What follows belongs to an exercise in optimizing a design on an open flow for small area and a short achievable clock period; a production flow would make more cautious choices.
At most, simulation tests tie the RTL to the original design; equivalence was not proved.
Only the layout flow was run in runs 1 to 5; the RTL was not checked for function there.
No activity file was given, so power comes from the tool's default toggle rates.

==> flow/run.sh <==
#!/bin/bash
# synth_recipe.tcl (not shown) runs the flow's synth.tcl, then flattens the netlist and writes it again
# the make line also repeats each setting of config.mk as NAME=value (left out here)
make -C /OpenROAD-flow-scripts/flow DESIGN_CONFIG=/design/flow/config.mk WORK_HOME=/design/flow/orfs CLKGATE_MAP_FILE= SYNTH_SCRIPT=/design/flow/synth_recipe.tcl finish
==> flow/config.mk <==
export PLATFORM = sky130hd
export DESIGN_NAME = executeUnit
export DESIGN_NICKNAME = executeUnit
export VERILOG_FILES = /design/flow/design.v
export SDC_FILE = /design/flow/constraint.sdc
export NUM_CORES = 4
export LEC_CHECK = 0
export CAP_MARGIN = 20
export CORE_MARGIN = 2
export CORE_UTILIZATION = 40
export SETUP_SLACK_MARGIN = 2.6
export SLEW_MARGIN = 20
==> flow/constraint.sdc <==
create_clock -name core_clock -period 5.0 [get_ports {Clk}]
set_input_delay 1.0000 -clock core_clock [delete_from_list [all_inputs] [get_ports {Clk}]]
set_output_delay 1.0000 -clock core_clock [all_outputs]
set_load 0.01 [all_outputs]
==> flow/design.v <==
`timescale 1ns/100ps
module pfxCarry #(
  parameter int N = 32
) (
  input  logic [N-1:0] p,
  input  logic [N-1:0] g,
  output logic [N-1:0] c
);
  localparam int L = $clog2(N);
  logic [N-1:0] gg [0:L];
  logic [N-1:0] pp [0:L];
  always_comb begin
    gg[0] = g;
    pp[0] = p;
    for (int k = 0; k < L; k++) begin
      for (int i = 0; i < N; i++) begin
        if (i >= (1 << k)) begin
          gg[k+1][i] = gg[k][i] | (pp[k][i] & gg[k][i - (1 << k)]);
          pp[k+1][i] = pp[k][i] & pp[k][i - (1 << k)];
        end else begin
          gg[k+1][i] = gg[k][i];
          pp[k+1][i] = pp[k][i];
        end
      end
    end
  end
  assign c = gg[L];
endmodule
module pfxAdd #(
  parameter int N = 32
) (
  input  logic [N-1:0] a,
  input  logic [N-1:0] b,
  output logic [N-1:0] s,
  output logic         co
);
  logic [N-1:0] p, c;
  assign p = a ^ b;
  pfxCarry #(.N(N)) carry_i (.p (p), .g (a & b), .c (c));
  assign s  = p ^ {c[N-2:0], 1'b0};
  assign co = c[N-1];
endmodule
`timescale 1ns/100ps
module executeUnit (
  input  logic         Clk,
  input  logic         reset,
  input  logic [150:0] idExIn,
  output logic [106:0] exMemOut
);
  logic [4:0]  inCtrl;
  logic        regDst, aluSrc;
  logic [5:0]  aluOp, funct;
  logic [31:0] pcPlus4, rdA, rdB, imm;
  logic [4:0]  rt, rd, shamt;
  assign inCtrl  = idExIn[150:146];
  assign regDst  = idExIn[145];
  assign aluSrc  = idExIn[144];
  assign aluOp   = idExIn[143:138];
  assign pcPlus4 = idExIn[137:106];
  assign rdA     = idExIn[105:74];
  assign rdB     = idExIn[73:42];
  assign imm     = idExIn[41:10];
  assign rt      = idExIn[9:5];
  assign rd      = idExIn[4:0];
  assign funct   = imm[5:0];
  assign shamt   = imm[10:6];
  logic isR;
  logic dSub, dSlt, dAnd, dOr, dXor, dNor, dSll, dSrl, dShift, dArith;
  assign isR    = (aluOp == 6'h00);
  assign dSlt   = (isR & (funct == 6'h2A)) | (aluOp == 6'h0A);
  assign dSub   = (isR & (funct == 6'h22)) | (aluOp == 6'h04) | dSlt;
  assign dAnd   = (isR & (funct == 6'h24)) | (aluOp == 6'h0C);
  assign dOr    = (isR & (funct == 6'h25)) | (aluOp == 6'h0D);
  assign dXor   =  isR & (funct == 6'h26);
  assign dNor   =  isR & (funct == 6'h27);
  assign dSll   =  isR & (funct == 6'h00);
  assign dSrl   =  isR & (funct == 6'h02);
  assign dShift = dSll | dSrl;
  assign dArith = ~(dSlt | dAnd | dOr | dXor | dNor | dShift);
  logic [31:0] opB, opBx, inP, inG, shIn, shPre;
  assign opB  = aluSrc ? imm : rdB;
  assign opBx = opB ^ {32{dSub}};
  always_comb for (int i = 0; i < 32; i++) shIn[i] = dSll ? opB[31-i] : opB[i];
  assign shPre = shamt[4] ? {16'd0, shIn[31:16]} : shIn;
  assign inP = dShift ? shPre : (rdA ^ opBx);
  assign inG = dShift ? 32'd0 : (rdA & opBx);
  logic [14:0] btLo, btHi0;
  logic        btLoCo, btHiCo;
  pfxAdd #(.N(15)) btLoAdd_i (.a (pcPlus4[16:2]),  .b (imm[14:0]),  .s (btLo),  .co (btLoCo));
  pfxAdd #(.N(15)) btHiAdd_i (.a (pcPlus4[31:17]), .b (imm[29:15]), .s (btHi0), .co (btHiCo));
  logic        killQ;                  
  logic [4:0]  ctrlQ, wrQ;
  logic [31:0] rd2Q, pQ, gQ;
  logic        cinQ;
  logic        sumQ, sltQ, shiftQ, sllQ;
  logic [2:0]  lutQ;                   
  logic [3:0]  shamtQ;
  logic [14:0] btLoQ, btHi0Q;
  logic [1:0]  btPcQ;
  logic        btCQ;
  always_ff @(posedge Clk) begin
    killQ  <= reset;
    ctrlQ  <= inCtrl;
    wrQ    <= regDst ? rd : rt;
    rd2Q   <= rdB;
    pQ     <= inP;
    gQ     <= {inG[31:1], inG[0] | (inP[0] & dSub)};
    cinQ   <= dSub;
    sumQ   <= dArith;
    sltQ   <= dSlt;
    shiftQ <= dShift;
    sllQ   <= dSll;
    lutQ   <= {dAnd | dOr, dOr | dXor, dNor};
    shamtQ <= shamt[3:0];
    btPcQ  <= pcPlus4[1:0];
    btLoQ  <= btLo;
    btHi0Q <= btHi0;
    btCQ   <= btLoCo;
  end
  logic [31:0] carry, sum, lres, sh, shres, other;
  logic        lt, zAdd, zOther, zero;
  logic [31:0] aluRes;
  pfxCarry #(.N(32)) aluCarry_i (.p (pQ), .g (gQ), .c (carry));
  assign sum = pQ ^ {carry[30:0], cinQ};
  always_comb
    for (int i = 0; i < 32; i++)
      lres[i] = gQ[i] ? lutQ[2] : (pQ[i] ? lutQ[1] : lutQ[0]);
  assign sh = pQ >> shamtQ;
  always_comb for (int i = 0; i < 32; i++) shres[i] = sllQ ? sh[31-i] : sh[i];
  assign other = shiftQ ? shres : lres;
  assign lt = pQ[31] ? sum[31] : gQ[31];
  logic [31:0] kin;
  assign kin  = {pQ[30:0] | gQ[30:0], cinQ};
  assign zAdd = (pQ == kin);
  assign zOther = (other == 32'd0);
  always_comb begin
    if (sumQ) begin
      aluRes = sum;
      zero   = zAdd;
    end else if (sltQ) begin
      aluRes = {31'd0, lt};
      zero   = ~lt;
    end else begin
      aluRes = other;
      zero   = zOther;
    end
  end
  logic [14:0] btHi;
  assign btHi = btHi0Q + {14'd0, btCQ};
  logic clr;
  assign clr = reset | killQ;
  always_ff @(posedge Clk) begin
    exMemOut[106:102] <= clr ? 5'd0 : ctrlQ;
    exMemOut[101:70]  <= clr ? 32'd0 : {btHi, btLoQ, btPcQ};
    exMemOut[69]      <= ~reset & (killQ | zero);
    exMemOut[68:37]   <= clr ? 32'd0 : aluRes;
    exMemOut[36:5]    <= clr ? 32'd0 : rd2Q;
    exMemOut[4:0]     <= clr ? 5'd0 : wrQ;
  end
endmodule
==> results.toml, run 1 <==
[global_route]
gr-total-overflow = 0
grt_pass1_vias = 14100
grt_pass1_wl_mm = 88.9
antenna_found_initial = 7
grt_usage_pct = 30.8
grt_max_degree = 84

[synth]
synth_edf_count = 0
synthFlopType = "dfxtp_1"
syn_area_mm2 = 0.0148
yosys_warnings = 7
syn_nets = 1822
async_reset_ff_share_pct = 0
postSynthAreaPerCell_um2 = 9.22
synthTopCellsByArea = "dfxtp_1, mux2i_1, mux4_2, ha_1, xnor2_1"
synthCells = 1603
synth_seq_cells = 259
yosysUniqueCellTypes = 69
synth_area_leader_cell = "dfxtp_1"
ys_seq_area_share_pct = 35.1
synth_top_area_share_pct = 35.1

[placed_design]
io_buffer_count = 259
dp_slack_ns = 0.903
place_congestion = 0.951
hpwl_mm = 43.1

[die]
die_area_mm2 = 0.0385
fp.dieH_um = 196
fp-row-count = 70
ios = 260
start_util_pct = 40.5
core_area_mm2 = 0.0365
dieWidth_um = 196

[power_and_ir_drop]
power.density_mw_per_mm2 = 314
power_uw = 6790
p_leak_uw = 0.00919
vdd_drop_max_v = 0.000351

[setup_path]
reg2reg_slack_ns = 1.81
crit_fanout = 5
worstPathRequired_ns = 5.51
arrival_ns = 3.70
end_kind = "flop"
timing.rr.end = "exMemOut[69]"
worstReg2RegStart = "shamtQ[0]"
crit_path_start_kind = "flop"
crit_type = "reg2reg"
setup.worst_path.start = "shamtQ[0]"
ff2ff_path_depth = 12

[hold_path]
holdPathStages = 1
hp-class = "reg2reg"
hp-start = "rd2Q[3]"
worstHoldEndpoint = "exMemOut[8]"

[timing]
clock.fmax_ghz = 0.313
hold_viol_final = 0
period_needed_ns = 3.19
maxSlewViolCount = 0
period_share_pct = 63.9
rsz0062_at_grt = "true"
finalSetupViolations = 0
finClkSkew_ns = 0.0136
fin_ws_ns = 1.81
relSlewSlack_pct = 32.6
worstMarginPinSlew_ns = 1.01
setup-tns-final_ns = 0

[clocking]
cts_buffers = 29
worst_skew_pair.late_latency_ns = 0.59
clkSinkCount = 259
cts_tree = "built"
root_buffer = "clkbuf_16"
cts_htree_levels = 1
clk_pin_slew_ns = 0.06
clockBufferDepth = 3

[routing]
drt-pass1-iter-count = 5
vias_per_cell = 5.81
drt-total-wl_mm = 61.1
ant_nets = 0
drcViolationCount = 0
wl_per_cell_um = 25.1
drt_iter0_drc = 1184
dr_total_vias = 14200

[layout]
nFillCells = 3164
layout.nets = 2166
syn_to_final_growth_pct = 46.4
drive_gt1_share_pct = 27.9

[job]
maxCapViolCount = 0

[run_status]
status = "finished clean"
[synth_stat cells, types with 8 or more instances]
cell,number
nand3_1,23
o211ai_1,8
nand2b_1,10
mux2i_1,115
buf_2,10
xor2_1,32
inv_1,33
nand2_1,122
nor2b_1,20
nand4_1,11
a211o_1,10
a211oi_1,29
a22o_1,18
mux2_2,15
o22ai_1,25
o21bai_1,8
a21oi_1,72
xnor2_1,83
nor2_1,118
clkbuf_1,83
nor4_1,9
dfxtp_1,259
a31oi_1,11
nor3_1,20
ha_1,64
and2_1,98
or3_1,8
buf_1,21
a22oi_1,15
a21o_1,29
and3_1,13
o21ai_0,86
mux4_2,46
[critical path, stage by stage, from the launching register on]
cell	delay, ns
dfxtp_4	0.40
buf_12	0.14
buf_12	0.10
mux4_2	0.53
mux4_2	0.50
buf_4	0.15
a22oi_2	0.21
o21ai_2	0.12
nor4_4	0.27
nand3_1	0.18
nor4_2	0.26
o21ai_1	0.09
a21oi_1	0.17
[metrics by stage]
stage               hold slack (ns)  cells  instance area (um2)  utilization (%)
detailed placement            0.411   2232                17800             48.8
global placement              0.407   2232                17800             48.8
floorplan                     0.406   1603                15100                -
finish                        0.422   2439                21600             59.3
CTS                           0.424   2391                20500             56.2
global route                  0.431   2437                21600             59.3
[registers in the layout (all words and copies together) (netlist names)]
| name | cells |
|---|---|
| sumQ | 1 |
| shamtQ | 4 |
| cinQ | 1 |
| wrQ | 5 |
| btPcQ | 2 |
| shiftQ | 1 |
| btLoQ | 15 |
| lutQ | 3 |
| exMemOut | 107 |
| btCQ | 1 |
| gQ | 32 |
| rd2Q | 32 |
| killQ | 1 |
| sltQ | 1 |
| btHi0Q | 15 |
| ctrlQ | 5 |
| sllQ | 1 |
| pQ | 32 |
[routing by layer]
metal,wire length (um),up-vias,global-route usage [%]
li1,-,6450,-
met1,24300,6837,37.7
met2,27900,691,49.3
met3,4980,178,7.67
met4,3880,8,18.4
met5,57,-,0
[logic make-up (layout without fill, tap and decap cells)]
logic type	after synthesis	after routing	share of synthesized area (%)
other	0	2	0
AND/OR/NAND/NOR	466	469	15.5
AO/OA/AOI/OAI	364	364	16.1
buffers and inverters	152	515	4.07
flip-flops	259	259	35.1
multiplexers	181	181	16.8
adder cells (fa/ha/maj)	66	66	5.69
XOR/XNOR	115	115	6.81
[worst max-delay path by stage]
stage	to	slack, ns	depth (start not counted)
finish	exMemOut[69]	1.81	12
detailed placement	btLoQ[14]	0.90	13
global route	exMemOut[69]	1.72	12
global placement	btLoQ[14]	1.05	13
floorplan	btHi0Q[14]	2.05	11
CTS	exMemOut[69]	1.81	12
[cells in the final DEF, fill, tap and decap left out, types with 24 or more instances in the layout]
| cell type | instances |
|---|---|
| xor2_1 | 30 |
| dlygate4sd2_1 | 121 |
| a21oi_1 | 48 |
| and2_1 | 97 |
| buf_6 | 51 |
| xnor2_1 | 60 |
| dfxtp_2 | 24 |
| inv_1 | 29 |
| dfxtp_1 | 218 |
| buf_4 | 100 |
| ha_1 | 49 |
| clkbuf_16 | 31 |
| mux2i_1 | 98 |
| mux4_2 | 49 |
| nor2_1 | 107 |
| nand2_1 | 114 |
| clkdlybuf4s50_1 | 115 |
| a21o_1 | 29 |
| o21ai_1 | 36 |
| o21ai_0 | 36 |
[area by class of cell]
type	count	area, um2	share of cell area (%)
diodes	2	5.00	0.0231
well taps	468	586	2.71
clock buffers	38	840	3.88
clock inverters	15	210	0.971
repair buffers	426	4180	19.3
flip-flops and latches	259	5280	24.4
multi-input cells	1195	10400	48.1
inverters	36	145	0.671
[power by group]
group          total [uW]  leakage [uW]  internal [uW]  switching [uW]
Clock                2300      0.000503           1390             912
Combinational        1910       0.00652            970             944
Sequential           2570       0.00216           2270             298
Total                6790       0.00919           4630            2150
[repair_timing]
action / in CTS / in global routing
endpoints found under the setup margin: 227 / 78
gates resized for setup: 465 / 149
endpoints found under the hold margin: 0 / 0
gates cloned: 4 / 3
buffers inserted: 102 / 43
pin swaps: 94 / 104
hold buffers: 0 / 0
==> inputs of run 2 (changes only) <==
==> flow/flow/run.sh (new file) <==
#!/bin/bash
# Own layout flow: the standard ORFS flow with three changes.
#  * ABC maps for delay (dch; map -D) instead of ORFS's area-recovering script.
#  * Yosys does not extract full/half adder cells, so ABC sees the whole
#    carry logic (ADDER_MAP_FILE empty).
#  * Port buffers are buf_2 cells instead of clkdlybuf4s50_1 delay cells.
# The synthesis itself is otherwise ORFS's (synth_recipe.tcl), so the registers
# and their names are the standard synthesis's.
set -euo pipefail
W=$PWD
rm -rf "$W/scripts_own"
cp -r "$FLOW_HOME/scripts" "$W/scripts_own"
cp "$W/flow/abc_speed.script" "$W/scripts_own/abc_speed.script"
export SCRIPTS_DIR="$W/scripts_own"
export ADDER_MAP_FILE=
export BUFFER_PORTS_ARGS="-buffer_cell sky130_fd_sc_hd__buf_2"
bash standard.sh synth > "$W/own_synth.log" 2>&1
bash standard.sh > "$W/own_layout.log" 2>&1
==> flow/flow/abc_speed.script (new file) <==
strash
dch
map -D 800
buffer -p
upsize -D 800
dnsize -D 800
stime -p
==> flow/standard.sh (new file) <==
#!/bin/bash
# synth_recipe.tcl (not shown) runs the flow's synth.tcl, then flattens the netlist and writes it again
# the make line also repeats each setting of config.mk as NAME=value (left out here)
make -C /OpenROAD-flow-scripts/flow DESIGN_CONFIG=/design/flow/config.mk WORK_HOME=/design/flow/orfs CLKGATE_MAP_FILE= SYNTH_SCRIPT=/design/flow/synth_recipe.tcl "${@:-finish}"
removed: flow/run.sh
==> run 2 against run 1 <==
Compared with the run above:
- global-route usage decreased by 0.58 points
- register-to-register slack improved by 0.71 ns
- hold slack worse by 0.039 ns
- via count grew 13%
- combinational power decreased by 28%
- area after synthesis shrank 0.65%
- critical endpoint unchanged
- maximum frequency rose by 28%
- final cell count increased by 19%
- sequential power fell by 5%
- clock power decreased by 15%
- sequential share of layout area grew 4.4 points
==> results.toml, run 2 <==
[routing]
vias_per_cell = 5.55
drt-total-wl_mm = 59.6
drcViolationCount = 0
ant_nets = 0
wl_per_cell_um = 20.6
drt-pass1-iter-count = 6
drt_iter0_drc = 1497
dr_total_vias = 16000

[setup_path]
worstPathRequired_ns = 5.49
setup.worst_path.start = "shiftQ"
worstReg2RegStart = "shiftQ"
reg2reg_slack_ns = 2.51
arrival_ns = 2.97
crit_path_start_kind = "flop"
timing.rr.end = "exMemOut[69]"
cp-endpoint = "exMemOut[69]"
end_kind = "flop"
ff2ff_path_depth = 10
crit_type = "reg2reg"
crit_fanout = 34

[synth]
synthAdderAreaFrac_pct = 0
synthFlopType = "dfxtp_1"
yosysUniqueCellTypes = 59
synth-simple-area-share_pct = 25.2
syn_area_mm2 = 0.0147
synth_xor_area_share_pct = 5.67
synthMuxAreaShare_pct = 1.23
synth_area_leader_cell = "dfxtp_1"
synthTopCellsByArea = "dfxtp_1, nor2_1, inv_1, a21oi_1, nand3_1"
yosys_warnings = 7
async_reset_ff_share_pct = 0
synth.most_common_cell = "nor2_1"
synth_compound_area_share_pct = 21.6
synthCells = 2158
synth_edf_count = 0
synth_seq_cells = 259
synth_top_area_share_pct = 35.3
syn_nets = 2311
postSynthAreaPerCell_um2 = 6.80
synth_top_family_by_area = "simple AND/OR/NAND/NOR gates"
ys_seq_area_share_pct = 35.3
synth_common_cells = "nor2_1, inv_1, dfxtp_1"

[clocking]
clkSinkCount = 259
clockBufferDepth = 3
cts_buffers = 28
cts_htree_levels = 1
clk_pin_slew_ns = 0.06
worst_skew_pair.late_latency_ns = 0.56
cts_tree = "built"
root_buffer = "clkbuf_16"

[die]
die_area_mm2 = 0.0383
dieWidth_um = 196
start_util_pct = 40.4
fp.dieH_um = 196
fp-row-count = 70
ios = 260
core_area_mm2 = 0.0363

[power_and_ir_drop]
power_uw = 5770
p_leak_uw = 0.00867
power.density_mw_per_mm2 = 317
vdd_drop_max_v = 0.000273

[global_route]
top_usage_layer = "met2"
grt_max_degree = 60
use_met1_pct = 38.3
grt_pass1_wl_mm = 88.9
gr-usage-met3_pct = 5.04
gr-total-overflow = 0
antenna_found_initial = 4
grt_usage_pct = 30.3
grt_use_met2_pct = 48.7
grt_pass1_vias = 15300

[timing]
worstMarginPinSlew_ns = 0.929
relSlewSlack_pct = 37.4
period_share_pct = 49.8
finalSetupViolations = 0
rsz0062_at_grt = "true"
fin_ws_ns = 2.51
holdWs_ns = 0.383
hold_viol_final = 0
period_needed_ns = 2.49
setup-tns-final_ns = 0
finClkSkew_ns = 0.0276
maxSlewViolCount = 0
clock.fmax_ghz = 0.402

[layout]
fin_cells = 2892
layout_common_cells = "nor2_1, inv_1, buf_2"
largest_register_ffs = 107
layout.nets = 2557
syn_to_final_growth_pct = 24.1
nFillCells = 3641
top_register = "exMemOut"
layout_commonest_cell = "nor2_1"
drive_gt1_share_pct = 21.3

[placed_design]
io_buffer_count = 259
dp_slack_ns = 1.40
dp_cells = 2783
hpwl_mm = 44.3
place_congestion = 1.04

[job]
maxCapViolCount = 0

[run_status]
status = "finished clean"

[hold_path]
hp-class = "reg2reg"
-- run 2: power breakdown --
group,total (uW),switching [uW],leakage [uW],internal (uW)
clock network,1950,805,0.000421,1150
registers,2450,202,0.00216,2250
logic,1370,862,0.00610,505
total,5770,1870,0.00867,3900
-- run 2: repair_timing --
action,4_1_cts,5_1_grt
gates resized for setup,54,102
pin swaps,6,25
gates cloned,5,3
setup endpoints to repair,123,60
setup buffers,25,26
hold buffers,0,0
-- run 2: worst max-delay path: stages (launching register included) --
cell and delay [ns]:
dfxtp_1 0.32, buf_4 0.39, inv_1 0.08, buf_4 0.26, a31oi_1 0.22, o2bb2ai_1 0.20, nand4_1 0.23, nor2_2 0.19
nand4_1 0.15, o2bb2ai_2 0.17, a21oi_1 0.17
-- run 2: logic make-up after synthesis --
logic type,count (synthesis)
buf+inv,413
xor+xnor,95
simple gates,843
compound gates,531
flops,259
mux,17
-- run 2: layout make-up --
| cell class | count | area (um2) | share of cell area [%] |
|---|---|---|---|
| diodes | 1 | 2.50 | 0.0137 |
| clock buffers | 45 | 846 | 4.64 |
| flip-flops and latches | 259 | 5240 | 28.8 |
| clock inverters | 4 | 28.8 | 0.158 |
| inverters | 293 | 1150 | 6.30 |
| well taps | 468 | 586 | 3.21 |
| repair buffers | 330 | 2030 | 11.2 |
| multi-input cells | 1488 | 8300 | 45.6 |
| repair inverters | 4 | 30.0 | 0.165 |
-- run 2: metrics by stage --
step,util [%],cell area (um2)
final,50.1,18200
after global routing,50.1,18200
after CTS,48.4,17600
after detailed placement,44.7,16300
after global placement,44.7,16300
after floorplan,-,14800
-- run 2: worst min-delay path by stage --
stage             start             to  slack (ns)  cells past startpoint
2_1_floorplan    wrQ[0]    exMemOut[0]        0.39                      2
3_3_place_gp   rd2Q[19]   exMemOut[24]        0.39                      2
3_5_place_dp    rd2Q[2]    exMemOut[7]        0.40                      2
4_1_cts        btPcQ[0]   exMemOut[70]        0.39                      2
5_1_grt        ctrlQ[3]  exMemOut[105]        0.42                      2
6_report       btPcQ[0]   exMemOut[70]        0.38                      2
-- run 2: layer usage --
layer	up-vias	part of all wire [%]
met2	839	44
li1	7656	-
met5	-	0.057
met4	6	6.6
met1	7339	41
met3	199	8.3
==> inputs of run 3 (changes only) <==
--- a/flow/design.v
+++ b/flow/design.v
@@ -1,5 +1,6 @@
 `timescale 1ns/100ps
 module pfxCarry #(
-  parameter int N = 32
+  parameter int N  = 32,
+  parameter bit KS = 1
 ) (
   input  logic [N-1:0] p,
@@ -15,7 +16,10 @@
     for (int k = 0; k < L; k++) begin
       for (int i = 0; i < N; i++) begin
-        if (i >= (1 << k)) begin
-          gg[k+1][i] = gg[k][i] | (pp[k][i] & gg[k][i - (1 << k)]);
-          pp[k+1][i] = pp[k][i] & pp[k][i - (1 << k)];
+        int j;
+        if (KS) j = i - (1 << k);
+        else    j = ((i >> k) & 1) ? (((i >> k) << k) - 1) : -1;
+        if (j >= 0) begin
+          gg[k+1][i] = gg[k][i] | (pp[k][i] & gg[k][j]);
+          pp[k+1][i] = pp[k][i] & pp[k][j];
         end else begin
           gg[k+1][i] = gg[k][i];
@@ -28,5 +32,6 @@
 endmodule
 module pfxAdd #(
-  parameter int N = 32
+  parameter int N  = 32,
+  parameter bit KS = 1
 ) (
   input  logic [N-1:0] a,
@@ -37,5 +42,5 @@
   logic [N-1:0] p, c;
   assign p = a ^ b;
-  pfxCarry #(.N(N)) carry_i (.p (p), .g (a & b), .c (c));
+  pfxCarry #(.N(N), .KS(KS)) carry_i (.p (p), .g (a & b), .c (c));
   assign s  = p ^ {c[N-2:0], 1'b0};
   assign co = c[N-1];
@@ -48,4 +53,5 @@
   output logic [106:0] exMemOut
 );
+  localparam bit KS = 1;
   logic [4:0]  inCtrl;
   logic        regDst, aluSrc;
@@ -66,5 +72,5 @@
   assign shamt   = imm[10:6];
   logic isR;
-  logic dSub, dSlt, dAnd, dOr, dXor, dNor, dSll, dSrl, dShift, dArith;
+  logic dSub, dSlt, dAnd, dOr, dXor, dNor, dSll, dSrl, dShift, dLogic, dArith;
   assign isR    = (aluOp == 6'h00);
   assign dSlt   = (isR & (funct == 6'h2A)) | (aluOp == 6'h0A);
@@ -77,21 +83,24 @@
   assign dSrl   =  isR & (funct == 6'h02);
   assign dShift = dSll | dSrl;
-  assign dArith = ~(dSlt | dAnd | dOr | dXor | dNor | dShift);
-  logic [31:0] opB, opBx, inP, inG, shIn, shPre;
+  assign dLogic = dAnd | dOr | dXor | dNor;
+  assign dArith = ~(dSlt | dLogic | dShift);
+  logic [31:0] opB, t, gAdd, gSub, inP, inG, shIn, shPre;
   assign opB  = aluSrc ? imm : rdB;
-  assign opBx = opB ^ {32{dSub}};
+  assign t    = rdA ^ opB;
+  assign gAdd = rdA & opB;
+  assign gSub = rdA & ~opB;
   always_comb for (int i = 0; i < 32; i++) shIn[i] = dSll ? opB[31-i] : opB[i];
   assign shPre = shamt[4] ? {16'd0, shIn[31:16]} : shIn;
-  assign inP = dShift ? shPre : (rdA ^ opBx);
-  assign inG = dShift ? 32'd0 : (rdA & opBx);
+  assign inP = dShift ? shPre : (dSub ? ~t : t);
+  assign inG = dShift ? 32'd0 : (dSub ? gSub : gAdd);
   logic [14:0] btLo, btHi0;
   logic        btLoCo, btHiCo;
-  pfxAdd #(.N(15)) btLoAdd_i (.a (pcPlus4[16:2]),  .b (imm[14:0]),  .s (btLo),  .co (btLoCo));
-  pfxAdd #(.N(15)) btHiAdd_i (.a (pcPlus4[31:17]), .b (imm[29:15]), .s (btHi0), .co (btHiCo));
+  pfxAdd #(.N(15), .KS(KS)) btLoAdd_i (.a (pcPlus4[16:2]),  .b (imm[14:0]),  .s (btLo),  .co (btLoCo));
+  pfxAdd #(.N(15), .KS(KS)) btHiAdd_i (.a (pcPlus4[31:17]), .b (imm[29:15]), .s (btHi0), .co (btHiCo));
   logic        killQ;                  
   logic [4:0]  ctrlQ, wrQ;
   logic [31:0] rd2Q, pQ, gQ;
   logic        cinQ;
-  logic        sumQ, sltQ, shiftQ, sllQ;
+  logic        sumQ, sltQ, srlQ, sllQ, logicQ;
   logic [2:0]  lutQ;                   
   logic [3:0]  shamtQ;
@@ -109,6 +118,7 @@
     sumQ   <= dArith;
     sltQ   <= dSlt;
-    shiftQ <= dShift;
+    srlQ   <= dSrl;
     sllQ   <= dSll;
+    logicQ <= dLogic;
     lutQ   <= {dAnd | dOr, dOr | dXor, dNor};
     shamtQ <= shamt[3:0];
@@ -118,8 +128,8 @@
     btCQ   <= btLoCo;
   end
-  logic [31:0] carry, sum, lres, sh, shres, other;
-  logic        lt, zAdd, zOther, zero;
+  logic [31:0] carry, sum, lres, sh, shRev;
+  logic        lt, zAdd, zSh, zL, zero;
   logic [31:0] aluRes;
-  pfxCarry #(.N(32)) aluCarry_i (.p (pQ), .g (gQ), .c (carry));
+  pfxCarry #(.N(32), .KS(KS)) aluCarry_i (.p (pQ), .g (gQ), .c (carry));
   assign sum = pQ ^ {carry[30:0], cinQ};
   always_comb
@@ -127,23 +137,14 @@
       lres[i] = gQ[i] ? lutQ[2] : (pQ[i] ? lutQ[1] : lutQ[0]);
   assign sh = pQ >> shamtQ;
-  always_comb for (int i = 0; i < 32; i++) shres[i] = sllQ ? sh[31-i] : sh[i];
-  assign other = shiftQ ? shres : lres;
+  always_comb for (int i = 0; i < 32; i++) shRev[i] = sh[31-i];
   assign lt = pQ[31] ? sum[31] : gQ[31];
   logic [31:0] kin;
   assign kin  = {pQ[30:0] | gQ[30:0], cinQ};
   assign zAdd = (pQ == kin);
-  assign zOther = (other == 32'd0);
-  always_comb begin
-    if (sumQ) begin
-      aluRes = sum;
-      zero   = zAdd;
-    end else if (sltQ) begin
-      aluRes = {31'd0, lt};
-      zero   = ~lt;
-    end else begin
-      aluRes = other;
-      zero   = zOther;
-    end
-  end
+  assign zSh  = (sh == 32'd0);
+  assign zL   = (lres == 32'd0);
+  assign aluRes = ({32{sumQ}} & sum) | ({32{srlQ}} & sh) | ({32{sllQ}} & shRev) |
+                  lres | {31'd0, sltQ & lt};
+  assign zero   = (sumQ & zAdd) | (sltQ & ~lt) | ((srlQ | sllQ) & zSh) | (logicQ & zL);
   logic [14:0] btHi;
   assign btHi = btHi0Q + {14'd0, btCQ};
==> run 3 against run 2 <==
Compared with the run above:
- total power increased by 5.5%
- via count is 6.0% higher
- final cell count is 4.4% higher
- core utilization down 2.1 points
- critical endpoint is now exMemOut[48]
- synthesized cell count is 5.5% higher
- count of clock-buffer cells in the layout fell by 5
- sequential share of layout area rose by 0.33 points
- hold slack improved by 0.018 ns
- sequential power grew 2%
==> results.toml, run 3 <==
[layout]
top_register = "exMemOut"
drive_gt1_share_pct = 16.8
largest_register_ffs = 107
layout.nets = 2639
layout_commonest_cell = "nand2_1"
syn_to_final_growth_pct = 18.5
layout_common_cells = "nand2_1, inv_1, nor2_1"

[power_and_ir_drop]
vdd_drop_max_v = 0.000291
p_sw_share_pct = 33.8
p_leak_uw = 0.00852
clock_power_share_pct = 35.7
power.density_mw_per_mm2 = 337
sequentialPowerShare_pct = 41.2
p_switching_uw = 2050
comb_power_share_pct = 23.1
internal_power_uw = 4030

[global_route]
grt_pass1_wl_mm = 93.4
gr-total-overflow = 0
grt_usage_pct = 31.5
grt_max_degree = 70
grt_pass1_vias = 15500
antenna_found_initial = 8

[timing]
period_needed_ns = 2.42
clock.fmax_ghz = 0.413
rsz0062_at_grt = "true"
hold_viol_final = 0
finClkSkew_ns = 0.0136
setup-tns-final_ns = 0
period_share_pct = 48.4
relSlewSlack_pct = 34.0
fin_ws_ns = 2.58
finalSetupViolations = 0
maxSlewViolCount = 0
worstMarginPinSlew_ns = 0.979

[placed_design]
dp_slack_ns = 1.47
hpwl_mm = 49.4
place_congestion = 1.09
io_buffer_count = 259

[clocking]
cts_buffers = 29
clk_pin_slew_ns = 0.06
root_buffer = "clkbuf_16"
worst_skew_pair.late_latency_ns = 0.58
clkSinkCount = 260
clockBufferDepth = 3
cts_htree_levels = 1
cts_hold_repair.buffers = 0
cts_tree = "built"

[die]
die_area_mm2 = 0.0396
core_area_mm2 = 0.0376
fp.dieH_um = 199
start_util_pct = 40.5
ios = 260
fp-row-count = 71
dieWidth_um = 199

[routing]
ant_nets = 0
dr_total_vias = 17000
drt_iter0_drc = 1641
wl_per_cell_um = 21.2
vias_per_cell = 5.63
drt-pass1-iter-count = 8
drt-total-wl_mm = 64.1
drcViolationCount = 0

[synth]
synthTopCellsByArea = "dfxtp_1, nand2_1, inv_1, nor2_1, o21ai_0"
synthCells = 2277
postSynthAreaPerCell_um2 = 6.68
syn_area_mm2 = 0.0152
yosysUniqueCellTypes = 56
async_reset_ff_share_pct = 0
synth_edf_count = 0
synth_common_cells = "nand2_1, inv_1, nor2_1"
syn_nets = 2430
synth_seq_cells = 260
synth_area_leader_cell = "dfxtp_1"
synthFlopType = "dfxtp_1"
yosys_warnings = 7
synth_top_area_share_pct = 34.2
synth.most_common_cell = "nand2_1"
ys_seq_area_share_pct = 34.2

[setup_path]
crit_fanout = 5
crit_slowest_cell = "a21oi_1"
worstPathRequired_ns = 5.39
reg2reg_slack_ns = 2.58
crit_path_start_kind = "flop"
crit_path_cell_trace = "nand2_1 > nand2_1 > a21oi_1 > o21ai_0 > o21ai_0 > a41oi_1"
arrival_ns = 2.82
crit_type = "reg2reg"
end_kind = "flop"
cpPeakStageDelay_ns = 0.56

[run_status]
status = "finished clean"

[hold_path]
hp-class = "reg2reg"

[job]
maxCapViolCount = 0
-- run 3: changes by cell type in the layout (fill, tap and decap cells not counted), sizes merged, moves of 23 or more --
cell    delta
nand2    +175
nor2      -38
buf       -36
a21oi     -32
xor2      -31
or2       -30
nand3     -28
o211ai    +23
-- run 3: cell type report --
class / instances / area (um2)
inverter: 286 / 1090
fill: 3933 / 19600
timing repair buffer: 292 / 1600
clock buffer: 40 / 827
multi-input combinational: 1617 / 8470
sequential: 260 / 5250
tap: 511 / 639
antenna: 3 / 7.51
clock inverter: 10 / 144
-- run 3: metrics by stage --
stage	std cells	util [%]	area (um2)	power (uW)	hold slack (ns)
finish	3019	48.0	18000	6080	0.402
global route	3017	48.0	18000	6320	0.415
CTS	3004	47.5	17800	6060	0.403
detailed placement	2948	44.6	16800	3870	0.398
global placement	2948	44.6	16800	3870	0.394
floorplan	2277	-	15200	3290	0.394
-- run 3: critical path, delay by kind of cell (launching register included) --
family	cells	cell delay, ns
AOI/OAI and AO/OA	4	1.56
DFF	1	0.38
and+or+nand+nor	2	0.28
-- run 3: cell families after synthesis --
logic type / count (synthesis) / share of synthesized area (%)
mux: 7 / 0.502
compound gates: 572 / 22.8
simple gates: 962 / 27.1
buf+inv: 403 / 10.6
flops: 260 / 34.2
xor+xnor: 73 / 4.79
-- run 3: metal layers --
layer	part of all wire [%]	GRT usage [%]	up-vias
li1	-	-	8067
met1	40	40.4	7778
met2	44	49.6	950
met3	10	7.10	201
met4	5.4	16.0	8
met5	0.086	0	-
-- run 3: repair_timing --
action / 4_1_cts / 5_1_grt
setup endpoints to repair: 72 / 60
gates cloned: 3 / 0
resized for setup: 34 / 35
setup buffers: 3 / 12
pin swaps: 3 / 4
-- run 3: worst paths after layout --
check	startpoint	to	depth (start not counted)
worst max-delay path	gQ[0]	exMemOut[48]	6
worst min-delay path	rd2Q[16]	exMemOut[21]	2
worst max register to register	gQ[0]	exMemOut[48]	6
worst min register to register	rd2Q[16]	exMemOut[21]	2
-- run 3: power by group through the flow --
stage / clock, uW / sequential (uW) / combinational (uW)
floorplan: 0 / 2390 / 905
global placement: 0 / 2530 / 1340
detailed placement: 0 / 2530 / 1350
CTS: 2220 / 2480 / 1360
global route: 2280 / 2510 / 1530
finish: 2170 / 2500 / 1410
==> inputs of run 4 (changes only) <==
--- a/flow/design.v
+++ b/flow/design.v
@@ -53,5 +53,5 @@
   output logic [106:0] exMemOut
 );
-  localparam bit KS = 1;
+  localparam bit KS = 0;
   logic [4:0]  inCtrl;
   logic        regDst, aluSrc;
==> run 4 against run 3 <==
Compared with the run above:
- sequential share of layout area is 0.69 points higher
- flip-flop and latch count stayed put
- synthesized cell count is 9.6% lower
- non-clock buffer count is 12 higher
- clock skew hardly changed
- first-iteration DRC count is 21% lower
- core utilization is 1.7 points higher
- count of clock-buffer cells in the layout is 2 lower
- combinational power is 9% lower
- critical path depth is 3 higher
- critical endpoint is now exMemOut[69]
- highest routed layer unchanged
==> results.toml, run 4 <==
[global_route]
grt_max_degree = 70
grt_usage_pct = 31.3
top_usage_layer = "met2"
grt_pass1_wl_mm = 87.6
antenna_found_initial = 6
use_met1_pct = 39.6
gr-total-overflow = 0
gr-usage-met3_pct = 6.02
grt_use_met2_pct = 49.2
grt_pass1_vias = 14700

[routing]
drt_iter0_drc = 1289
drcViolationCount = 0
drt-pass1-iter-count = 6
dr_total_vias = 16000
ant_nets = 0
wl_per_cell_um = 21.5
drt-total-wl_mm = 60.0
vias_per_cell = 5.74

[timing]
finClkSkew_ns = 0.0136
clock.fmax_ghz = 0.406
fin_ws_ns = 2.54
finalSetupViolations = 0
period_share_pct = 49.3
relSlewSlack_pct = 17.6
worstMarginPinSlew_ns = 1.22
hold_viol_final = 0
period_needed_ns = 2.46
rsz0062_at_grt = "true"
setup-tns-final_ns = 0
maxSlewViolCount = 0

[layout]
syn_to_final_growth_pct = 23.0
drive_gt1_share_pct = 19.4
top_register = "exMemOut"
layout_commonest_cell = "nand2_1"
largest_register_ffs = 107
layout_common_cells = "nand2_1, buf_2, dfxtp_1"
post-route-util_pct = 49.7
layout.nets = 2455

[power_and_ir_drop]
power.density_mw_per_mm2 = 339
p_switching_uw = 1900
vdd_drop_max_v = 0.000251
clock_power_share_pct = 37.9
p_sw_share_pct = 31.9
comb_power_share_pct = 21.7
internal_power_uw = 4050
sequentialPowerShare_pct = 40.4
p_leak_uw = 0.00831

[job]
maxCapViolCount = 0

[synth]
yosys_warnings = 7
postSynthAreaPerCell_um2 = 6.93
yosysUniqueCellTypes = 63
synth_edf_count = 0
syn_nets = 2211
async_reset_ff_share_pct = 0
synth_area_leader_cell = "dfxtp_1"
synthTopCellsByArea = "dfxtp_1, nand2_1, nand3_1, inv_1, nor2_1"
synth_common_cells = "nand2_1, dfxtp_1, inv_1"
synth_seq_cells = 260
synth.most_common_cell = "nand2_1"
synth_top_area_share_pct = 36.5
ys_seq_area_share_pct = 36.5
synthCells = 2058
synthFlopType = "dfxtp_1"
syn_area_mm2 = 0.0143

[die]
ios = 260
fp-row-count = 69
dieWidth_um = 193
start_util_pct = 40.4
fp.dieH_um = 193
core_area_mm2 = 0.0353
die_area_mm2 = 0.0372

[clocking]
clkSinkCount = 260
cts_hold_repair.buffers = 0
root_buffer = "clkbuf_16"
cts_tree = "built"
cts_htree_levels = 1
clk_pin_slew_ns = 0.07
cts_buffers = 29
clockBufferDepth = 3
worst_skew_pair.late_latency_ns = 0.57

[setup_path]
worstPathRequired_ns = 5.48
crit_slowest_cell = "dfxtp_2"
crit_path_start_kind = "flop"
crit_type = "reg2reg"
path_buf_inv = 1
cpPeakStageDelay_ns = 0.52
crit_path_cell_trace = "buf_6 > o211ai_1 > nand3_1 > nand3_1 > nand2_1 > nand4_1 > nor2_1 > nand4_1 > a31oi_1"
end_kind = "flop"
crit_family = "simple AND/OR/NAND/NOR gates"
crit_fanout = 22
arrival_ns = 2.94

[hold_path]
hp-class = "reg2reg"

[placed_design]
dp_slack_ns = 1.63
hpwl_mm = 46.0
place_congestion = 1.02
io_buffer_count = 259

[run_status]
status = "finished clean"
## run 4: timing repair
item	4_1_cts	5_1_grt
gates resized for setup	29	55
setup endpoints to repair	91	73
pin swaps	2	7
cloned	3	4
buffers inserted	6	14
## run 4: power groups by stage
stage	registers [uW]	logic [uW]	clock network, uW
final	2410	1290	2250
after global placement	2440	1210	0
after detailed placement	2440	1220	0
after global routing	2420	1410	2380
after CTS	2400	1230	2290
after floorplan	2400	760	0
## run 4: layout make-up
class	count	area, um2
fillers	3603	17800
repair buffers	304	1810
inverters	254	977
diodes	1	2.50
multi-input cells	1451	7910
repair inverters	2	15.0
clock inverters	16	200
clock buffers	38	820
flip-flops and latches	260	5220
well taps	461	577
## run 4: kinds of logic after synthesis
family                    Yosys count  synth area share (%)
buffers and inverters             349                  9.55
and+or+nand+nor                   864                  26.4
xor gates and xnor gates           44                  3.23
muxes                              11                 0.816
AOI/OAI and AO/OA                 530                  23.5
DFF                               260                  36.5
## run 4: per-layer routing
layer  wire, um  part of all wire, %
met5         38                0.063
met4       4180                  7.0
met3       5140                  8.6
met2      26300                   44
met1      24300                   41
## run 4: worst register-to-register path: stages (launching register included)
cell	delay, ns
dfxtp_2	0.52
buf_6	0.27
o211ai_1	0.25
nand3_1	0.18
nand3_1	0.15
nand2_1	0.17
nand4_1	0.10
nor2_1	0.17
nand4_1	0.31
a31oi_1	0.27
## run 4: path summary, 6_finish.rpt
kind	from	end	cells past startpoint	slack (ns)
worst max-delay path	shamtQ[1]	exMemOut[69]	9	2.54
worst min-delay path	btLoQ[10]	exMemOut[82]	2	0.40
worst max register to register	shamtQ[1]	exMemOut[69]	9	2.54
worst min register to register	btLoQ[10]	exMemOut[82]	2	0.40
## run 4: stage by stage
step           area, um2  hold slack, ns  total power [uW]  cells
2_1_floorplan      14300           0.394              3160   2058
3_3_place_gp       15900           0.394              3650   2705
3_5_place_dp       15900           0.399              3660   2705
4_1_cts            17100           0.409              5920   2768
5_1_grt            17500           0.417              6210   2787
6_report           17500           0.403              5950   2787
==> inputs of run 5 (changes only) <==
--- a/flow/design.v
+++ b/flow/design.v
@@ -53,5 +53,6 @@
   output logic [106:0] exMemOut
 );
-  localparam bit KS = 0;
+  localparam bit KS_ALU = 1;
+  localparam bit KS_BT  = 0;
   logic [4:0]  inCtrl;
   logic        regDst, aluSrc;
@@ -93,9 +94,9 @@
   assign shPre = shamt[4] ? {16'd0, shIn[31:16]} : shIn;
   assign inP = dShift ? shPre : (dSub ? ~t : t);
-  assign inG = dShift ? 32'd0 : (dSub ? gSub : gAdd);
+  assign inG = dSub ? gSub : gAdd;
   logic [14:0] btLo, btHi0;
   logic        btLoCo, btHiCo;
-  pfxAdd #(.N(15), .KS(KS)) btLoAdd_i (.a (pcPlus4[16:2]),  .b (imm[14:0]),  .s (btLo),  .co (btLoCo));
-  pfxAdd #(.N(15), .KS(KS)) btHiAdd_i (.a (pcPlus4[31:17]), .b (imm[29:15]), .s (btHi0), .co (btHiCo));
+  pfxAdd #(.N(15), .KS(KS_BT)) btLoAdd_i (.a (pcPlus4[16:2]),  .b (imm[14:0]),  .s (btLo),  .co (btLoCo));
+  pfxAdd #(.N(15), .KS(KS_BT)) btHiAdd_i (.a (pcPlus4[31:17]), .b (imm[29:15]), .s (btHi0), .co (btHiCo));
   logic        killQ;                  
   logic [4:0]  ctrlQ, wrQ;
@@ -131,5 +132,5 @@
   logic        lt, zAdd, zSh, zL, zero;
   logic [31:0] aluRes;
-  pfxCarry #(.N(32), .KS(KS)) aluCarry_i (.p (pQ), .g (gQ), .c (carry));
+  pfxCarry #(.N(32), .KS(KS_ALU)) aluCarry_i (.p (pQ), .g (gQ), .c (carry));
   assign sum = pQ ^ {carry[30:0], cinQ};
   always_comb
@@ -142,5 +143,7 @@
   assign kin  = {pQ[30:0] | gQ[30:0], cinQ};
   assign zAdd = (pQ == kin);
-  assign zSh  = (sh == 32'd0);
+  logic [15:0] keep;
+  always_comb for (int k = 0; k < 16; k++) keep[k] = (k >= shamtQ);
+  assign zSh  = ~|pQ[31:16] & ~|(pQ[15:0] & keep);
   assign zL   = (lres == 32'd0);
   assign aluRes = ({32{sumQ}} & sum) | ({32{srlQ}} & sh) | ({32{sllQ}} & shRev) |
==> run 5 against run 4 <==
Compared with the run above:
- still clean on timing, DRC and antenna
- core utilization decreased by 1.2 points
- register-to-register slack improved by 0.02 ns
- die area increased by 9.7%
- global-route usage grew 1.7 points
- clock power grew 9.8%
- hold slack got worse by 0.0050 ns
- final cell count is 13% higher
- critical path depth down 1
- largest power group unchanged
- highest routed layer unchanged
==> results.toml, run 5 <==
[synth]
syn_nets = 2552
synthMuxAreaShare_pct = 0.559
async_reset_ff_share_pct = 0
yosysUniqueCellTypes = 61
synthAdderAreaFrac_pct = 0.0639
synth_seq_cells = 260
postSynthAreaPerCell_um2 = 6.53
synth_xor_area_share_pct = 3.19
synthTopCellsByArea = "dfxtp_1, nand2_1, o21ai_0, inv_1, a21oi_1"
synth_top_area_share_pct = 33.2
synthCells = 2399
synth-simple-area-share_pct = 26.0
synth_compound_area_share_pct = 26.5
synth_area_leader_cell = "dfxtp_1"
synth_top_family_by_area = "compound AO/OA/AOI/OAI gates"
synthFlopType = "dfxtp_1"
yosys_warnings = 7
synth.most_common_cell = "nand2_1"
syn_area_mm2 = 0.0157
ys_seq_area_share_pct = 33.2
synth_common_cells = "nand2_1, inv_1, dfxtp_1"
synth_edf_count = 0

[timing]
worstMarginPinSlew_ns = 0.947
hold_viol_final = 0
setup-tns-final_ns = 0
finalSetupViolations = 0
rsz0062_at_grt = "true"
relSlewSlack_pct = 36.2
period_share_pct = 48.9
fin_ws_ns = 2.55
maxSlewViolCount = 0
period_needed_ns = 2.45
finClkSkew_ns = 0.0183
holdWs_ns = 0.398
clock.fmax_ghz = 0.409

[placed_design]
hpwl_mm = 53.1
io_buffer_count = 259
dp_slack_ns = 1.62
place_congestion = 1.04
dp_cells = 3070

[hold_path]
hp-class = "reg2reg"

[layout]
top_register = "exMemOut"
layout_common_cells = "nand2_1, inv_1, buf_2"
layout_commonest_cell = "nand2_1"
nFillCells = 4009
drive_gt1_share_pct = 16.4
layout.nets = 2747
fin_cells = 3137
largest_register_ffs = 107
syn_to_final_growth_pct = 19.4

[die]
start_util_pct = 40.6
core_area_mm2 = 0.0386
fp.dieH_um = 202
die_area_mm2 = 0.0408
dieWidth_um = 202
ios = 260
fp-row-count = 72

[clocking]
clk_pin_slew_ns = 0.06
cts_hold_repair.buffers = 0
cts_buffers = 29
cts_tree = "built"
cts_htree_levels = 1
worst_skew_pair.late_latency_ns = 0.58
clkSinkCount = 260
clockBufferDepth = 3
root_buffer = "clkbuf_16"

[setup_path]
end_kind = "flop"
worstPathRequired_ns = 5.50
crit_fanout = 27
crit_type = "reg2reg"
crit_path_start_kind = "flop"
arrival_ns = 2.95

[job]
maxCapViolCount = 0

[routing]
ant_nets = 0
drt-total-wl_mm = 69.5
wl_per_cell_um = 22.2
vias_per_cell = 5.70
dr_total_vias = 17900
drcViolationCount = 0
drt-pass1-iter-count = 6
drt_iter0_drc = 1887

[global_route]
gr-usage-met3_pct = 5.48
antenna_found_initial = 5
grt_pass1_vias = 17000
use_met1_pct = 41.5
grt_pass1_wl_mm = 103
gr-total-overflow = 0
grt_max_degree = 57
top_usage_layer = "met2"
grt_usage_pct = 32.9
grt_use_met2_pct = 53.3

[run_status]
status = "finished clean"

[power_and_ir_drop]
p_leak_uw = 0.00903
power.density_mw_per_mm2 = 349
vdd_drop_max_v = 0.000252
[run 5: changes by cell type in the layout (fill, tap and decap cells not counted), moves of 18 or more]
cell,previous run,this run
nand4_1,30,49
o21bai_1,7,36
nand3_1,191,132
a21oi_1,126,198
xor2_1,20,50
inv_1,243,285
o21ai_0,122,213
a31oi_1,39,18
nand2_1,319,476
a22oi_1,24,6
a41oi_1,2,22
nor3_1,47,19
[run 5: layout make-up]
cell class              instances  area [um2]  area share [%]
clock inverters                17         310            1.66
flip-flops and latches        260        5240            28.0
clock buffers                  37         816            4.36
well taps                     518         648            3.46
repair buffers                294        1610            8.61
multi-input cells            1716        8970            47.9
repair inverters                1        7.51          0.0401
diodes                          2        5.00          0.0267
inverters                     292        1110            5.94
[run 5: per-layer routing]
| layer | share of wire (%) | routed length (um) |
|---|---|---|
| met4 | 6.6 | 4620 |
| met1 | 40 | 28100 |
| met3 | 8.5 | 5910 |
| met5 | 0.036 | 25 |
| met2 | 44 | 30900 |
[run 5: kinds of logic (layout without fill, tap and decap cells)]
logic type | Yosys count | in the layout
AND/OR/NAND/NOR | 962 | 964
flip-flops | 260 | 260
AO/OA/AOI/OAI | 686 | 686
buffers and inverters | 425 | 641
multiplexers | 8 | 8
XOR/XNOR | 57 | 57
other | 0 | 2
adder cells (fa/ha/maj) | 1 | 1
[run 5: critical path, stage by stage, from the launching register on]
cell and delay, ns:
dfxtp_1 0.30, buf_4 0.24, inv_1 0.30, o21ai_0 0.15
o22ai_2 0.35, nand4_1 0.36, nor3_1 0.22, nand4_1 0.19
a41oi_1 0.24
[run 5: metrics by stage]
step	cell area, um2	total power (uW)	utilization, %
after CTS	18500	6500	48.0
after global placement	17300	4010	44.7
final	18700	6530	48.4
after detailed placement	17300	4010	44.7
after floorplan	15700	3360	-
after global routing	18700	6800	48.4
[run 5: where the power goes]
part           total [uW]  internal (uW)  switching (uW)
Combinational        1520            499            1020
Clock                2470           1570             900
Sequential           2540           2260             283
[run 5: final timing paths]
| kind | startpoint | endpoint | slack, ns | cells past startpoint |
|---|---|---|---|---|
| min reg2reg | rd2Q[2] | exMemOut[7] | 0.40 | 2 |
| max | lutQ[1] | exMemOut[69] | 2.55 | 8 |
| max reg2reg | lutQ[1] | exMemOut[69] | 2.55 | 8 |
| min | rd2Q[2] | exMemOut[7] | 0.40 | 2 |
[run 5: timing repair]
item	CTS	global route
endpoints found under the setup margin	116	95
gates cloned	3	0
pin swaps	2	4
endpoints found under the hold margin	0	0
setup buffers	2	6
gates resized for setup	38	43
==> inputs of run 6 (changes only) <==
--- a/flow/design.v
+++ b/flow/design.v
@@ -53,5 +53,5 @@
   output logic [106:0] exMemOut
 );
-  localparam bit KS_ALU = 1;
+  localparam bit KS_ALU = 0;
   localparam bit KS_BT  = 0;
   logic [4:0]  inCtrl;
==> run 6 against run 5 <==
Compared with the run above:
- still clean
- critical path type unchanged
- largest cell class unchanged
- register-to-register slack improved by 0.05 ns
- area after synthesis fell by 5.3%
- count of clock-buffer cells in the layout fell by 5
==> results.toml, run 6 <==
[die]
fp-row-count = 70
fp.dieH_um = 197
ios = 260
dieWidth_um = 197
die_area_mm2 = 0.0387
core_area_mm2 = 0.0366
start_util_pct = 40.6

[timing]
setup-tns-final_ns = 0
rsz0062_at_grt = "true"
finalSetupViolations = 0
fin_ws_ns = 2.61
period_needed_ns = 2.39
maxSlewViolCount = 0
finClkSkew_ns = 0.0253
relSlewSlack_pct = 38.3
hold_viol_final = 0
period_share_pct = 47.8
worstMarginPinSlew_ns = 0.916
clock.fmax_ghz = 0.418

[routing]
wl_per_cell_um = 20.3
ant_nets = 0
drt-pass1-iter-count = 6
dr_total_vias = 16300
drt-total-wl_mm = 59.6
vias_per_cell = 5.56
drt_iter0_drc = 1256
drcViolationCount = 0

[global_route]
grt_pass1_vias = 15300
grt_max_degree = 75
grt_pass1_wl_mm = 88.8
antenna_found_initial = 12
grt_usage_pct = 30.0
gr-total-overflow = 0

[clocking]
cts_buffers = 30
worst_skew_pair.late_latency_ns = 0.60
clockBufferDepth = 3
cts_htree_levels = 1
clk_pin_slew_ns = 0.07
cts_hold_repair.buffers = 0
clkSinkCount = 260
root_buffer = "clkbuf_16"
cts_tree = "built"

[synth]
synth_area_leader_cell = "dfxtp_1"
syn_area_mm2 = 0.0149
yosysUniqueCellTypes = 62
ys_seq_area_share_pct = 35.0
synth.most_common_cell = "nand2_1"
synth_common_cells = "nand2_1, nor2_1, inv_1"
postSynthAreaPerCell_um2 = 6.77
synthFlopType = "dfxtp_1"
synthTopCellsByArea = "dfxtp_1, nand2_1, o21ai_0, nor2_1, inv_1"
syn_nets = 2346
synth_top_area_share_pct = 35.0
async_reset_ff_share_pct = 0
yosys_warnings = 7
synth_edf_count = 0
synth_seq_cells = 260
synthCells = 2193

[setup_path]
cp-endpoint = "exMemOut[69]"
crit_path_cell_trace = "inv_1 > buf_4 > nor2_1 > o22ai_2 > o2111ai_1 > nor2_1 > nand4_1 > a41oi_2"
reg2reg_slack_ns = 2.61
end_kind = "flop"
timing.rr.end = "exMemOut[69]"
crit_path_start_kind = "flop"
cpMostUsedCell = "nor2_1"
crit_type = "reg2reg"
setup.worst_path.start = "lutQ[0]"
crit_fanout = 24
worstPathRequired_ns = 5.47
ff2ff_path_depth = 8
crit_slowest_cell = "dfxtp_1"
cpPeakStageDelay_ns = 0.45
worstReg2RegStart = "lutQ[0]"
arrival_ns = 2.87

[placed_design]
dp_slack_ns = 1.39
hpwl_mm = 45.0
dpl-instance-area_mm2 = 0.0164
place_congestion = 0.983
io_buffer_count = 259

[hold_path]
hp-class = "reg2reg"
holdPathStages = 2

[power_and_ir_drop]
vdd_drop_max_v = 0.000291
p_leak_uw = 0.00850
power.density_mw_per_mm2 = 343

[layout]
nFillCells = 3764
layout.nets = 2584
final_area_mm2 = 0.0180
layout_commonest_cell = "nand2_1"
drive_gt1_share_pct = 17.8
top_register = "exMemOut"
largest_register_ffs = 107
syn_to_final_growth_pct = 21.0
layout_common_cells = "nand2_1, nor2_1, inv_1"

[job]
maxCapViolCount = 0

[run_status]
status = "finished clean"
-- run 6: cell families after synthesis --
family | count (synthesis) | share of synthesized area, %
buffers and inverters | 397 | 10.6
AO/OA/AOI/OAI | 625 | 25.5
multiplexers | 9 | 0.649
flip-flops | 260 | 35.0
AND/OR/NAND/NOR | 823 | 23.5
XOR/XNOR | 79 | 4.66
-- run 6: cell type report --
| class | count | area (um2) | area share (%) |
|---|---|---|---|
| Inverter | 287 | 1100 | 6.11 |
| Tap cell | 468 | 586 | 3.26 |
| Antenna cell | 4 | 10.0 | 0.0557 |
| Clock buffer | 32 | 778 | 4.33 |
| Sequential cell | 260 | 5230 | 29.1 |
| Multi-Input combinational cell | 1540 | 8220 | 45.8 |
| Timing Repair inverter | 2 | 15.0 | 0.0836 |
| Timing Repair Buffer | 310 | 1740 | 9.69 |
| Clock inverter | 24 | 292 | 1.62 |
-- run 6: worst max-delay path: cells and delay by family (launching register included) --
| kind | cells | cell delay, ns |
|---|---|---|
| AO/OA/AOI/OAI | 3 | 0.94 |
| AND/OR/NAND/NOR | 3 | 0.48 |
| flip-flops | 1 | 0.45 |
| buffers and inverters | 2 | 0.42 |
-- run 6: how the worst min path moves through the flow --
stage          slack [ns]       endpoint      from
2_1_floorplan        0.39    exMemOut[0]    wrQ[0]
3_3_place_gp         0.39   exMemOut[75]  btLoQ[3]
3_5_place_dp         0.40    exMemOut[7]   rd2Q[2]
4_1_cts              0.40   exMemOut[14]   rd2Q[9]
5_1_grt              0.41  exMemOut[104]  ctrlQ[2]
6_report             0.40   exMemOut[14]   rd2Q[9]
-- run 6: power breakdown --
part           internal, uW  total, uW  switching (uW)
Combinational           471       1370             903
Sequential             2250       2450             197
Clock                  1360       2330             975
-- run 6: layer usage --
metal	wire length (um)	up-vias	global-route usage [%]
met5	92	-	0
met4	3810	16	17.2
met3	4930	196	5.95
met2	26500	781	48.1
met1	24200	7436	37.7
li1	-	7837	-
-- run 6: per-stage QoR --
step | std cells | hold slack [ns] | power (uW) | util (%)
after floorplan | 2193 | 0.394 | 3280 | -
after global placement | 2831 | 0.394 | 3780 | 44.8
after detailed placement | 2831 | 0.400 | 3790 | 44.9
after CTS | 2912 | 0.404 | 6150 | 48.5
after global routing | 2925 | 0.415 | 6440 | 49.1
final | 2927 | 0.402 | 6160 | 49.1
-- run 6: repair_timing --
| item | 4_1_cts | 5_1_grt |
|---|---|---|
| cloned | 5 | 1 |
| setup endpoints to repair | 94 | 84 |
| setup buffers | 20 | 10 |
| pin swaps | 9 | 5 |
| resized for setup | 23 | 41 |
==> inputs of run 7 (changes only) <==
==> flow/flow/abc_speed.script (replaced) <==
strash
dch
map -D 1000
buffer -p
upsize -D 1000
dnsize -D 1000
stime -p
==> run 7 against run 6 <==
Compared with the run above:
- core utilization decreased by 0.15 points
- cell area decreased by 3.4%
- combinational power about the same
- total power decreased by 1.3%
- still clean on timing, DRC and antenna
- global-route usage decreased by 1.4 points
- via count decreased by 3.8%
- final cell count decreased by 3.1%
- area after synthesis decreased by 3.4%
- critical endpoint is now pQ[13]
- count of clock-buffer cells in the layout increased by 3
- worst setup slack got worse by 0.066 ns
- sequential power about the same
==> results.toml, run 7 <==
[run_status]
status = "finished clean"

[die]
start_util_pct = 40.4
dieWidth_um = 193
die_area_mm2 = 0.0374
core_area_mm2 = 0.0355
fp.dieH_um = 193
fp-row-count = 69
ios = 260

[placed_design]
place_congestion = 0.995
hpwl_mm = 42.7
io_buffer_count = 259
dp_cells = 2754
dpl-instance-area_mm2 = 0.0159

[power_and_ir_drop]
internal_power_uw = 4080
clock_power_share_pct = 37.2
p_switching_uw = 1990
power.density_mw_per_mm2 = 350
comb_power_share_pct = 22.6
p_leak_uw = 0.00833
vdd_drop_max_v = 0.000313
sequentialPowerShare_pct = 40.2
p_sw_share_pct = 32.8

[synth]
synthTopCellsByArea = "dfxtp_1, nand2_1, nor2_1, inv_1, o21ai_0"
synth_top_area_share_pct = 36.3
async_reset_ff_share_pct = 0
synth_area_leader_cell = "dfxtp_1"
synth_seq_cells = 260
yosysUniqueCellTypes = 63
synthCells = 2122
synthFlopType = "dfxtp_1"
ys_seq_area_share_pct = 36.3
synth.most_common_cell = "nand2_1"
yosys_warnings = 7
synth_common_cells = "nand2_1, nor2_1, dfxtp_1"
syn_nets = 2275
postSynthAreaPerCell_um2 = 6.76
synth_edf_count = 0
syn_area_mm2 = 0.0143

[layout]
drive_gt1_share_pct = 18.7
layout_common_cells = "nand2_1, nor2_1, buf_2"
largest_register_ffs = 107
nFillCells = 3631
layout_commonest_cell = "nand2_1"
final_area_mm2 = 0.0174
syn_to_final_growth_pct = 21.0
post-route-util_pct = 48.9
top_register = "exMemOut"
layout.nets = 2500
fin_cells = 2835

[setup_path]
crit_fanout = 41
worstPathRequired_ns = 5.44
worstReg2RegStart = "shamtQ[0]"
reg2reg_slack_ns = 2.61
ff2ff_path_depth = 10
crit_path_start_kind = "input pin"
end_kind = "flop"
arrival_ns = 2.90
crit_type = "in2reg"
timing.rr.end = "exMemOut[66]"

[clocking]
cts_tree = "built"
clockBufferDepth = 3
cts_htree_levels = 1
root_buffer = "clkbuf_16"
clkSinkCount = 260
clk_pin_slew_ns = 0.07
worst_skew_pair.late_latency_ns = 0.60
cts_buffers = 29

[routing]
drt_iter0_drc = 1311
vias_per_cell = 5.52
ant_nets = 0
wl_per_cell_um = 20.0
drt-pass1-iter-count = 6
drt-total-wl_mm = 56.7
dr_total_vias = 15600
drcViolationCount = 0

[timing]
hold_viol_final = 0
finClkSkew_ns = 0.0408
setup-tns-final_ns = 0
maxSlewViolCount = 0
rsz0062_at_grt = "true"
finalSetupViolations = 0
relSlewSlack_pct = 50.2
clock.fmax_ghz = 0.407
worstMarginPinSlew_ns = 0.744
period_needed_ns = 2.46
period_share_pct = 49.2

[global_route]
gr-total-overflow = 0
grt_pass1_wl_mm = 84.0
antenna_found_initial = 7
grt_max_degree = 82
grt_usage_pct = 28.6
grt_pass1_vias = 14600

[hold_path]
hp-class = "reg2reg"
holdPathStages = 2
hp-start = "btLoQ[2]"
worstHoldEndpoint = "exMemOut[74]"

[job]
maxCapViolCount = 0
## run 7: changes by cell type after synthesis, sizes merged, moves of 11 or more
cell	change
o21ai	-15
and2	+23
or2	+27
o211ai	-36
xnor2	+11
nor3b	-15
nand2	+12
inv	-30
buf	-17
xor2	-18
## run 7: cell families after synthesis
logic type | synth area share (%)
flops | 36.3
simple gates | 25.1
fa+ha+maj | 0.0698
compound gates | 23.5
mux | 1.02
buf+inv | 9.70
xor+xnor | 4.40
## run 7: worst max path at each step
stage,slack [ns],from,depth (start not counted),to
floorplan,2.61,idExIn[143],9,pQ[8]
global placement,1.69,idExIn[143],10,pQ[13]
detailed placement,1.63,idExIn[143],10,pQ[13]
CTS,2.53,lutQ[0],7,exMemOut[69]
global route,2.53,idExIn[14],8,pQ[13]
finish,2.54,idExIn[14],8,pQ[13]
## run 7: what timing repair did
action,4_1_cts,5_1_grt
endpoints found under the setup margin,52,78
buffers inserted,3,14
resized for setup,18,65
hold buffers,0,0
gates cloned,4,2
pin swaps,1,2
## run 7: cell type report
class / instances / area (um2) / area share [%]
clock buffers: 35 / 798 / 4.60
repair inverters: 3 / 20.0 / 0.115
diodes: 5 / 12.5 / 0.0721
flip-flops and latches: 260 / 5230 / 30.1
inverters: 255 / 995 / 5.73
multi-input cells: 1506 / 7910 / 45.6
clock inverters: 18 / 220 / 1.27
well taps: 461 / 577 / 3.32
repair buffers: 292 / 1600 / 9.19
## run 7: worst max-delay path, cell delays in order
cell and delay [ns]:
buf_2 0.12, nor2_1 0.58, nand3_1 0.28, nor2_4 0.22, buf_6 0.21, inv_6 0.14
a211oi_1 0.24, a31oi_1 0.07
## run 7: layer usage
| metal | wire (um) | global-route usage (%) |
|---|---|---|
| met1 | 23000 | 37.2 |
| met2 | 25400 | 46.0 |
| met3 | 5110 | 5.04 |
| met4 | 3150 | 13.9 |
| met5 | 37 | 0 |
## run 7: stage by stage
step | setup slack (ns) | hold slack, ns | power [uW]
after floorplan | 2.61 | 0.394 | 3270
after global placement | 1.69 | 0.394 | 3750
after detailed placement | 1.63 | 0.398 | 3760
after CTS | 2.53 | 0.390 | 6060
after global routing | 2.53 | 0.391 | 6350
final | 2.54 | 0.382 | 6080
## run 7: power by group through the flow
| stage | Combinational (uW) | Sequential, uW | Clock [uW] |
|---|---|---|---|
| 2_1_floorplan | 867 | 2400 | 0 |
| 3_3_place_gp | 1280 | 2470 | 0 |
| 3_5_place_dp | 1290 | 2470 | 0 |
| 4_1_cts | 1320 | 2430 | 2320 |
| 5_1_grt | 1510 | 2460 | 2390 |
| 6_report | 1380 | 2440 | 2260 |

afterwards: timing with drivers on the ports:
The results above use ideal ports. As a check the final layouts listed here were re-extracted and re-timed, cells and wires unchanged.
Step 1, drivers: a clkbuf_16 drives Clk and a buf_2 each remaining input, both assumed.
Step 2 times the ports against the registers' clock, not the clock port: input delays grow and output delays shrink by t, the midpoint of the rising clock arrivals with the driver on.
Slacks: ideal ports / drivers / drivers and shift; pairs: ideal ports / drivers.
run	t, ns	setup WS [ns]	latest minus earliest clock arrival (ns)	slew at the worst register clock pin (ns)
run 1	0.634	1.807 / 1.807 / 1.724	0.014 / 0.014	0.07 / 0.07
run 2	0.595	2.512 / 2.512 / 2.060	0.028 / 0.028	0.06 / 0.06
run 3	0.631	2.579 / 2.579 / 2.072	0.014 / 0.014	0.06 / 0.06
run 4	0.613	2.536 / 2.536 / 2.039	0.013 / 0.013	0.07 / 0.07
run 5	0.633	2.554 / 2.554 / 2.035	0.022 / 0.022	0.06 / 0.06
run 6	0.641	2.608 / 2.608 / 2.035	0.027 / 0.027	0.07 / 0.07
run 7	0.627	2.542 / 2.574 / 1.946	0.043 / 0.043	0.07 / 0.07
After both steps setup and hold are still met in every run listed. The setup slack of run 7, which loses most, moves by +0.032 ns with the drivers and by -0.596 ns with both steps.
